What follows belongs to an exercise in optimizing a design on an open flow for a short achievable clock period and few clock cycles; a production flow would make more cautious choices.
Only simulation tests tie the RTL to the original design; equivalence was not proved.
Power is estimated from default activity; no workload was simulated.

job 101:
Design mipsCpu, start of the top module:
module mipsCpu (
	input logic clk,
	input logic rst,
	output logic [DATA_WIDTH-1:0] pc,
	output logic instReqValid,
	input logic instReqReady,
	input logic [DATA_WIDTH-1:0] instruction,
	input logic instValid,
	output logic instReady,
	output logic [DATA_WIDTH-1:0] address,
	output logic memWrite,
	output logic memRead,
	output logic [DATA_WIDTH-1:0] writeData,
	input logic memReqReady,
	input logic [DATA_WIDTH-1:0] readData,
	input logic readDataValid,
	output logic readDataReady,
	output logic rfWen,
	output logic [REG_ADDR_WIDTH-1:0] rfWaddr,
	output logic [DATA_WIDTH-1:0] rfWdata,
	output logic [DATA_WIDTH-1:0] retirePc
);
export LEC_CHECK = 0
export CAP_MARGIN = 20
export CORE_MARGIN = 2
export CORE_UTILIZATION = 40
export PLACE_DENSITY = 0.45
export SLEW_MARGIN = 20
create_clock -name core_clock -period 11.0 [get_ports {clk}]
standard.sh (not shown) runs the stock make flow with config.mk's settings and CLKGATE_MAP_FILE= SYNTH_SCRIPT=/design/flow/synth_recipe.tcl, a recipe that flattens the netlist after the stock synthesis.
==> flow/flow/run.sh <==
#!/bin/bash
set -euo pipefail
bash standard.sh SETUP_SLACK_MARGIN=8 finish > make_finish.log 2>&1
Testbench counts of job 101, summed over its fixed seeds: cycles 11,369.
diff inputs: job 101 => job 102
--- a/flow/design.v
+++ b/flow/design.v
@@ -199,12 +199,14 @@
 	output logic [DATA_WIDTH-1:0] retirePc
 );
 	logic [31:0] fpc, lastLink;
 	logic [3:0] btbV;
 	logic [29:0] btbTag [4];
 	logic [29:0] btbTgt [4];
+	logic [3:0] btbRet;  
+	logic [29:0] rqNext [4];  
 	logic [1:0] btbRr;
 	logic [29:0] rqPc4 [4];  
 	logic [3:0] rqBtb;
 	logic [1:0] rqHead, rqTail;
 	logic q0Btb, q1Btb, q2Btb;
 	logic reqV;
@@ -340,45 +342,49 @@
 		for (int i = 0; i < 4; i++) begin
 			btbHitV[i] = btbV[i] & (btbTag[i] == fpc[31:2]);
 			btbT = btbT | ({30{btbHitV[i]}} & btbTgt[i]);
 		end
 	end
 	assign btbHit = |btbHitV;
+	logic retHit;
+	assign retHit = |(btbHitV & btbRet);
 	assign tgtI = inIsJr ? lastLink : {rpc4[31:28], instruction[25:0], 2'b00};
 	logic redirI0, redirED;
 	logic [2:0] dropI;
 	logic dBtbBad;
 	assign dBtbBad = q0Btb & ~dPredT & (q0Ins[31:27] != 5'b00001) & ~dIsJr;
 	assign redirD = q0V & dBtbBad & advE;
 	assign redirED = redirE | redirD;
 	logic btbFill;
-	assign btbFill = q0V & dPredT & ~q0Btb & advE;
+	assign btbFill = q0V & (dPredT | dIsJr) & ~q0Btb & advE;
 	logic [31:0] fpc4, seqN, baseN, lowN, edN, fpcN, jTgtI;
 	logic inJ, inJr;
 	assign fpc4 = fpc + 32'd4;
-	assign seqN = btbHit ? {btbT, 2'b00} : fpc4;
+	assign seqN = btbHit ? (retHit ? lastLink : {btbT, 2'b00}) : fpc4;
 	assign baseN = reqAcc ? seqN : fpc;
 	assign jTgtI = {rpc4[31:28], instruction[25:0], 2'b00};
 	assign inJ = inLive & inIsJ;
 	assign inJr = inLive & inIsJr;
 	logic [31:0] tgtIw;
 	logic inTake;
 	assign tgtIw = inIsJ ? jTgtI : inIsJr ? lastLink : inBtgt;
-	assign inTake = (inIsJ | inIsJr | (inPredT & ~inBtb)) & inLive;
+	assign inTake = (inIsJ | ((inIsJr | inPredT) & ~inBtb)) & inLive;
 	assign lowN = inTake ? tgtIw : baseN;
 	assign edN = redirE ? tgtE : (dBtbBad ? dPc4 : dBtgt);
 	assign fpcN = redirED ? edN : lowN;
 	assign inQ = inLive;
 	logic inIsBr, inPredT, inBr;
 	logic [31:0] inBtgt;
 	assign inIsBr = (instruction[31:27] == 5'b00010);
 	assign inPredT = inIsBr & (instruction[15:0] != 16'd0) &
 		(instruction[15] | (instruction[26] ^ (instruction[25:21] == instruction[20:16])));
 	assign inBtgt = rpc4 + {{14{instruction[15]}}, instruction[15:0], 2'b00};
 	assign inBr = inLive & inPredT & ~inBtb;
-	assign redirI0 = inLive & (inIsJ | inIsJr) | inBr;
+	assign redirI0 = inLive & (inIsJ | (inIsJr & ~inBtb)) | inBr;
+	logic [31:0] inPt;
+	assign inPt = inBtb ? {rqNext[rqHead], 2'b00} : lastLink;
 	assign deq = q0V & advE;
 	assign outstN = outst + {2'b0, reqAcc} - {2'b0, instValid};
 	assign dropI = redirI0 ? outstN : (drop - {2'b0, instValid & (drop != 3'd0)});
 	logic a0V, a1V, a2V;
 	logic [31:0] a0Ins, a1Ins, a2Ins, a0Pc, a1Pc, a2Pc, a0Pt, a1Pt, a2Pt;
 	logic a0Btb, a1Btb, a2Btb;
@@ -444,20 +450,22 @@
 			drop <= redirED ? outstN : dropI;
 			reqV <= redirED | (redirI0 ? reqOkI : reqOkN);
 			q0V <= n0V & ~redirED;
 			q1V <= n1V & ~redirED;
 			q2V <= n2V & ~redirED;
 		end
-		{q0Ins, q0Pc4, q0Pt, q0Btb} <= a0V ? {a0Ins, a0Pc, a0Pt, a0Btb} : {instruction, rpc4, lastLink, inBtb};
-		{q1Ins, q1Pc4, q1Pt, q1Btb} <= a1V ? {a1Ins, a1Pc, a1Pt, a1Btb} : {instruction, rpc4, lastLink, inBtb};
-		{q2Ins, q2Pc4, q2Pt, q2Btb} <= a2V ? {a2Ins, a2Pc, a2Pt, a2Btb} : {instruction, rpc4, lastLink, inBtb};
+		{q0Ins, q0Pc4, q0Pt, q0Btb} <= a0V ? {a0Ins, a0Pc, a0Pt, a0Btb} : {instruction, rpc4, inPt, inBtb};
+		{q1Ins, q1Pc4, q1Pt, q1Btb} <= a1V ? {a1Ins, a1Pc, a1Pt, a1Btb} : {instruction, rpc4, inPt, inBtb};
+		{q2Ins, q2Pc4, q2Pt, q2Btb} <= a2V ? {a2Ins, a2Pc, a2Pt, a2Btb} : {instruction, rpc4, inPt, inBtb};
 		if (reqAcc)
 			rqPc4[rqTail] <= fpc4[31:2];
+			rqNext[rqTail] <= seqN[31:2];
 		if (btbFill) begin
 			btbTag[btbRr] <= dPcm[31:2];
 			btbTgt[btbRr] <= dBtgt[31:2];
+			btbRet[btbRr] <= dIsJr;
 		end
 	end
 	always_ff @(posedge clk) begin
 		if (rst) begin
 			eV <= 1'b0;
 			eMisEq <= 1'b0;
## What came out
Job 102 completed; timing, DRC and antenna clean. Between job 102 and job 101, it is job 102 whose met2 usage is higher, by 1.5 points. Reported for job 101 and job 102, hold path depth turned out identical to the last digit. Going from job 101 to job 102, the static leakage power was found to have gone up by about 2.7%. Diff job 101 -> job 102: well tap count climbed about 5%, total design power grew by about 6.6%, worst reg-to-reg setup slack down 0.37 ns, area share of buffers outside the clock network down 1.2 points. Job 102 ended with more data arrival time of the worst path than job 101. Job 102: clock distribution power 4.3% above job 101. Job 102 against job 101; netlist area before placement is up by a few percent. Compared to job 101, job 102 has count of mapped cells out of synthesis 3.1% higher. Job 102 against job 101; average wire per cell in the routed design is up by a few percent. Via total after detailed routing went up by a few percent going from job 101 to job 102. Job 102 ends up with a routed length on met2 that is about 8% higher than in job 101.
Testbench counts of job 102, summed over its fixed seeds: cycles 11,330.

---

mipsCpu, a different RTL version from the one above (not shown whole).
For scale: ~8600 cells after synthesis, about 2400 flip-flops.
export LEC_CHECK = 0
export CAP_MARGIN = 20
export CORE_MARGIN = 2
export CORE_UTILIZATION = 40
export PLACE_DENSITY = 0.45
export SLEW_MARGIN = 20
create_clock -name core_clock -period 11.0 [get_ports {clk}]
Scripts as last shown in full above: flow/flow/run.sh
Testbench counts at the start, summed over its fixed seeds: cycles 11,369.
Edit:
--- a/flow/design.v
+++ b/flow/design.v
@@ -465,71 +465,73 @@
 		if (btbFill) begin
 			btbTag[btbRr] <= dPcm[31:2];
 			btbTgt[btbRr] <= dBtgt[31:2];
 		end
 	end
 	always_ff @(posedge clk) begin
 		if (rst) begin
 			eV <= 1'b0;
 			eMisEq <= 1'b0;
 			eMisNe <= 1'b0;
 			waitA <= 1'b0;
 			waitB <= 1'b0;
+			byA <= 1'b0;
+			byB <= 1'b0;
 		end else begin
 			if (advE) begin
 				eV <= q0V & ~redirE;
 				eMisEq <= dIsBr & (dIsBne ? dPredT : (~dPredT & dOffNz));
 				eMisNe <= dIsJr | (dIsBr & (dIsBne ? (~dPredT & dOffNz) : dPredT));
 				byA <= dABy;
 				waitA <= dAWait;
 				posA <= dAPos;
 				byB <= dBBy;
 				waitB <= dBWait;
 				posB <= dBPos;
 			end else begin
-				if (stallR) begin
+				byA <= 1'b0;
+				if (byA)
+					eOpA <= mRes;
+				else if (stallR) begin
 					if (waitA & posA == 2'd2 & readDataValid) begin
 						eOpA <= readData;
 						waitA <= 1'b0;
 					end
-				end else if (byA) begin
-					eOpA <= mRes;
-					byA <= 1'b0;
 				end else if (waitA) begin
 					case (posA)
 						2'd0: posA <= 2'd1;
 						2'd1: begin
 							if (!ldqEmpty) begin
 								eOpA <= ldqData;
 								waitA <= 1'b0;
 							end else if (readDataValid) begin
 								eOpA <= readData;
 								waitA <= 1'b0;
 							end else
 								posA <= 2'd2;
 						end
 						default: begin
 							eOpA <= rRes;
 							waitA <= 1'b0;
 						end
 					endcase
 				end
-				if (stallR) begin
+				byB <= 1'b0;
+				if (byB)
+					eOpB <= mRes;
+				else if (stallR) begin
 					if (waitB & posB == 2'd2 & readDataValid) begin
 						eOpB <= readData;
 						waitB <= 1'b0;
 					end
-				end else if (byB) begin
-					eOpB <= mRes;
-					byB <= 1'b0;
 				end else if (waitB) begin
 					case (posB)
 						2'd0: posB <= 2'd1;
 						2'd1: begin
 							if (!ldqEmpty) begin
 								eOpB <= ldqData;
 								waitB <= 1'b0;
 							end else if (readDataValid) begin
 								eOpB <= readData;
 								waitB <= 1'b0;
 							end else
 								posB <= 2'd2;
@@ -633,17 +635,17 @@
 			mRd <= eRd;
 			mIsLw <= eIsLw;
 			mRes <= aluRes;
 			mNpc <= eNpc;
 			wRd <= mRd;
 			wIsLw <= mIsLw;
 			wRes <= mRes;
 			wNpc <= mNpc;
 			rRd <= wRd;
 			rIsLw <= wIsLw;
 			rNpc <= wNpc;
 			rRes <= ~wIsLw ? wRes : ~ldqEmpty ? ldqData : readData;
-		end else if (readDataValid)
-			rRes <= readData;
+		end else
+			rRes <= readData;  
 	end
 endmodule
 `default_nettype wire
=> Total power came out higher by 1.4%; first-iteration DRC count goes down by 1.8%; via count is higher by 0.62%; sequential power barely changes; worst setup slack improves by 0.27 ns.
Testbench counts after the change, summed over its fixed seeds: cycles 11,369.

---

lane 5:
Another version of the RTL of mipsCpu (not shown whole).
Size in the first run: roughly 8700 cells after synthesis, ~240 I/O pins, ~120000 sq um of cells after synthesis.
export LEC_CHECK = 0
export CAP_MARGIN = 20
export CORE_MARGIN = 2
export CORE_UTILIZATION = 40
export PLACE_DENSITY = 0.45
export SLEW_MARGIN = 20
create_clock -name core_clock -period 11.0 [get_ports {clk}]
Scripts as last shown in full above: flow/flow/run.sh
Testbench counts of lane 5, summed over its fixed seeds: cycles 11,369.
#### Input delta (lane 4 over lane 5)
-- flow/design.v --
<<< lane 5, line 639
			rNpc <= wNpc;
			rRes <= ~wIsLw ? wRes : ~ldqEmpty ? ldqData : readData;
		end else if (readDataValid)
			rRes <= readData;
	end
endmodule
>>> lane 4, line 639
			rNpc <= wNpc;
			rRes <= ~wIsLw ? wRes : ~ldqEmpty ? ldqData : readData;
		end else
			rRes <= readData;  
	end
endmodule
==> comparison <==
Multi-input gate count in lane 4 is 1.6% below lane 5. Per the comparison of lane 4 with lane 5, post-placement cell area decreased about 0.6%; core utilization went down. Taking lane 5 as the reference, in lane 4 routed wire length shrank by 6.1 mm, number of synthesized flops with an enable pin shrank by 1.4%, design area shrank by 1.9%, wire length of the first global-routing pass shrank by about 1.3%. Comparing lane 4 and lane 5, the lower area taken by flip-flops and latches is on lane 4. In lane 4 relative to lane 5, setup fix buffers added after clock tree synthesis had gone down by more than 10%. Against lane 5, lane 4 reports a clock power that is lower.
Testbench counts of lane 4, summed over its fixed seeds: cycles 11,369.

---

mipsCpu, a different RTL version from the one above (not shown whole).
For scale: ~8,500 cells after synthesis, ~2,400 flip-flops, about 240 I/O pins.
export LEC_CHECK = 0
export CAP_MARGIN = 20
export CORE_MARGIN = 2
export CORE_UTILIZATION = 40
export PLACE_DENSITY = 0.45
export SLEW_MARGIN = 20
create_clock -name core_clock -period 11.0 [get_ports {clk}]
Scripts as last shown in full above: flow/flow/run.sh
Testbench counts at the start, summed over its fixed seeds: cycles 11,369.
Change:
--- a/flow/design.v
+++ b/flow/design.v
@@ -195,18 +195,18 @@
 	output logic readDataReady,
 	output logic rfWen,
 	output logic [REG_ADDR_WIDTH-1:0] rfWaddr,
 	output logic [DATA_WIDTH-1:0] rfWdata,
 	output logic [DATA_WIDTH-1:0] retirePc
 );
-	logic [31:0] fpc, rpc, lastLink;
+	logic [31:0] fpc, lastLink;
 	logic [3:0] btbV;
 	logic [29:0] btbTag [4];
 	logic [29:0] btbTgt [4];
 	logic [1:0] btbRr;
-	logic [29:0] rqPc [4];
+	logic [29:0] rqPc4 [4];  
 	logic [3:0] rqBtb;
 	logic [1:0] rqHead, rqTail;
 	logic q0Btb, q1Btb, q2Btb;
 	logic reqV;
 	logic [2:0] outst, drop;
 	logic q0V, q1V, q2V;
@@ -312,13 +312,17 @@
 	alu alu_i (
 		.a(aFwd), .b(bFwd), .sh(shAmt), .sub(eSub), .selAdd(eSelAdd), .selAnd(eSelAnd),
 		.selOr(eSelOr), .selXor(eSelXor), .selSlt(eSelSlt), .selSltu(eSelSltu),
 		.selSll(eSelSll), .selSrl(eSelSrl), .selSra(eSelSra), .result(aluRes)
 	);
 	assign agu = aFwd + eImm;
-	assign taken = (aFwd == bFwd);
+	logic eqOO, eqMO, eqOM;
+	assign eqOO = (eOpA == eOpB);
+	assign eqMO = (mRes == eOpB);
+	assign eqOM = (eOpA == mRes);
+	assign taken = byA ? (byB | eqMO) : (byB ? eqOM : eqOO);
 	assign mispredict = eV & (taken ? eMisEq : eMisNe);
 	assign redirE = advE & mispredict;
 	assign tgtE = eIsJr ? aFwd : eAltTgt;
 	logic pushM;
 	assign pushM = eV & advE & (eIsLw | eIsSw);
 	logic reqAcc, inLive, inIsJ, inIsJr, inIsJal, redirD, inQ, deq;
@@ -327,15 +331,14 @@
 	assign reqAcc = reqV & instReqReady;
 	assign inLive = instValid & (drop == 3'd0);
 	assign inIsJ = (instruction[31:27] == 5'b00001);  
 	assign inIsJal = (instruction[31:26] == 6'h03);
 	assign inIsJr = (instruction[31:26] == 6'h00) & (instruction[5:0] == 6'h08);
 	logic inBtb;
-	assign rpc = {rqPc[rqHead], 2'b00};
 	assign inBtb = rqBtb[rqHead];
-	assign rpc4 = rpc + 32'd4;
+	assign rpc4 = {rqPc4[rqHead], 2'b00};
 	logic [3:0] btbHitV;
 	logic btbHit;
 	logic [29:0] btbT;
 	always_comb begin
 		btbT = 30'd0;
 		for (int i = 0; i < 4; i++) begin
@@ -350,20 +353,25 @@
 	logic dBtbBad;
 	assign dBtbBad = q0Btb & ~dPredT & (q0Ins[31:27] != 5'b00001) & ~dIsJr;
 	assign redirD = q0V & dBtbBad & advE;
 	assign redirED = redirE | redirD;
 	logic btbFill;
 	assign btbFill = q0V & dPredT & ~q0Btb & advE;
-	logic [31:0] seqN, baseN, lowN, edN, fpcN, jTgtI;
+	logic [31:0] fpc4, seqN, baseN, lowN, edN, fpcN, jTgtI;
 	logic inJ, inJr;
-	assign seqN = btbHit ? {btbT, 2'b00} : fpc + 32'd4;
+	assign fpc4 = fpc + 32'd4;
+	assign seqN = btbHit ? {btbT, 2'b00} : fpc4;
 	assign baseN = reqAcc ? seqN : fpc;
 	assign jTgtI = {rpc4[31:28], instruction[25:0], 2'b00};
 	assign inJ = inLive & inIsJ;
 	assign inJr = inLive & inIsJr;
-	assign lowN = inJ ? jTgtI : inJr ? lastLink : inBr ? inBtgt : baseN;
+	logic [31:0] tgtIw;
+	logic inTake;
+	assign tgtIw = inIsJ ? jTgtI : inIsJr ? lastLink : inBtgt;
+	assign inTake = (inIsJ | inIsJr | (inPredT & ~inBtb)) & inLive;
+	assign lowN = inTake ? tgtIw : baseN;
 	assign edN = redirE ? tgtE : (dBtbBad ? dPc4 : dBtgt);
 	assign fpcN = redirED ? edN : lowN;
 	assign inQ = inLive;
 	logic inIsBr, inPredT, inBr;
 	logic [31:0] inBtgt;
 	assign inIsBr = (instruction[31:27] == 5'b00010);
@@ -444,13 +452,13 @@
 			q2V <= n2V & ~redirED;
 		end
 		{q0Ins, q0Pc4, q0Pt, q0Btb} <= a0V ? {a0Ins, a0Pc, a0Pt, a0Btb} : {instruction, rpc4, lastLink, inBtb};
 		{q1Ins, q1Pc4, q1Pt, q1Btb} <= a1V ? {a1Ins, a1Pc, a1Pt, a1Btb} : {instruction, rpc4, lastLink, inBtb};
 		{q2Ins, q2Pc4, q2Pt, q2Btb} <= a2V ? {a2Ins, a2Pc, a2Pt, a2Btb} : {instruction, rpc4, lastLink, inBtb};
 		if (reqAcc)
-			rqPc[rqTail] <= fpc[31:2];
+			rqPc4[rqTail] <= fpc4[31:2];
 		if (btbFill) begin
 			btbTag[btbRr] <= dPcm[31:2];
 			btbTgt[btbRr] <= dBtgt[31:2];
 		end
 	end
 	always_ff @(posedge clk) begin
Effect: Sequential share of layout area came out higher by 0.23 points. Cell count came out lower by 1.4%. Maximum frequency came out higher by 9.2%. Worst setup slack is better by 0.38 ns. Total power came out lower by 1.4%. Global-route usage came out lower by 0.98 points. Sequential power barely changes. Clock skew came out higher by 0.026 ns. Final area came out lower by 0.51%. Routed wire length came out lower by 2.3%. Combinational power came out lower by 6.1%. Die area came out higher by 0.92%. Flip-flop and latch count does not change.
Testbench counts after the change, summed over its fixed seeds: cycles 11,369.

==> re-timing with driven ports <==
Ports are ideal in the flow. The routed layouts listed here were re-timed in OpenROAD. Step 1: set_driving_cell puts a clkbuf_16 on clk and a buf_2 on each other input, an assumption about the parent block. Step 2 also shifts input and output timing later by t, the mid clock arrival at the registers, as if the neighbouring blocks saw the same clock. a / b / c = ideal / step 1 / step 2; a / b = the first two.
run | t (ns) | setup slack, ns | hold slack, ns | slew at the worst register clock pin (ns)
job 101 | 1.005 | 6.780 / 6.780 / 6.043 | 0.416 / 0.416 / 0.416 | 0.07 / 0.07
job 102 | 1.003 | 6.406 / 6.406 / 5.759 | 0.415 / 0.415 / 0.415 | 0.07 / 0.07
the first run of note 2 | 1.003 | 6.759 / 6.759 / 5.925 | 0.412 / 0.412 / 0.412 | 0.07 / 0.07
the second run of note 2 | 1.009 | 7.026 / 7.061 / 6.053 | 0.400 / 0.400 / 0.400 | 0.07 / 0.07
lane 5 | 1.008 | 6.806 / 6.853 / 5.845 | 0.413 / 0.413 / 0.413 | 0.07 / 0.07
lane 4 | 1.029 | 6.792 / 6.855 / 5.826 | 0.398 / 0.398 / 0.398 | 0.07 / 0.07
the first run of note 4 | 1.004 | 6.523 / 6.551 / 5.576 | 0.412 / 0.412 / 0.412 | 0.07 / 0.07
the second run of note 4 | 1.016 | 6.899 / 6.899 / 6.005 | 0.416 / 0.416 / 0.416 | 0.07 / 0.07
After both steps every run listed still meets setup and hold. The setup slack of the second run of note 2, which loses most, moves by +0.035 ns with the drivers and by -0.973 ns with both steps.
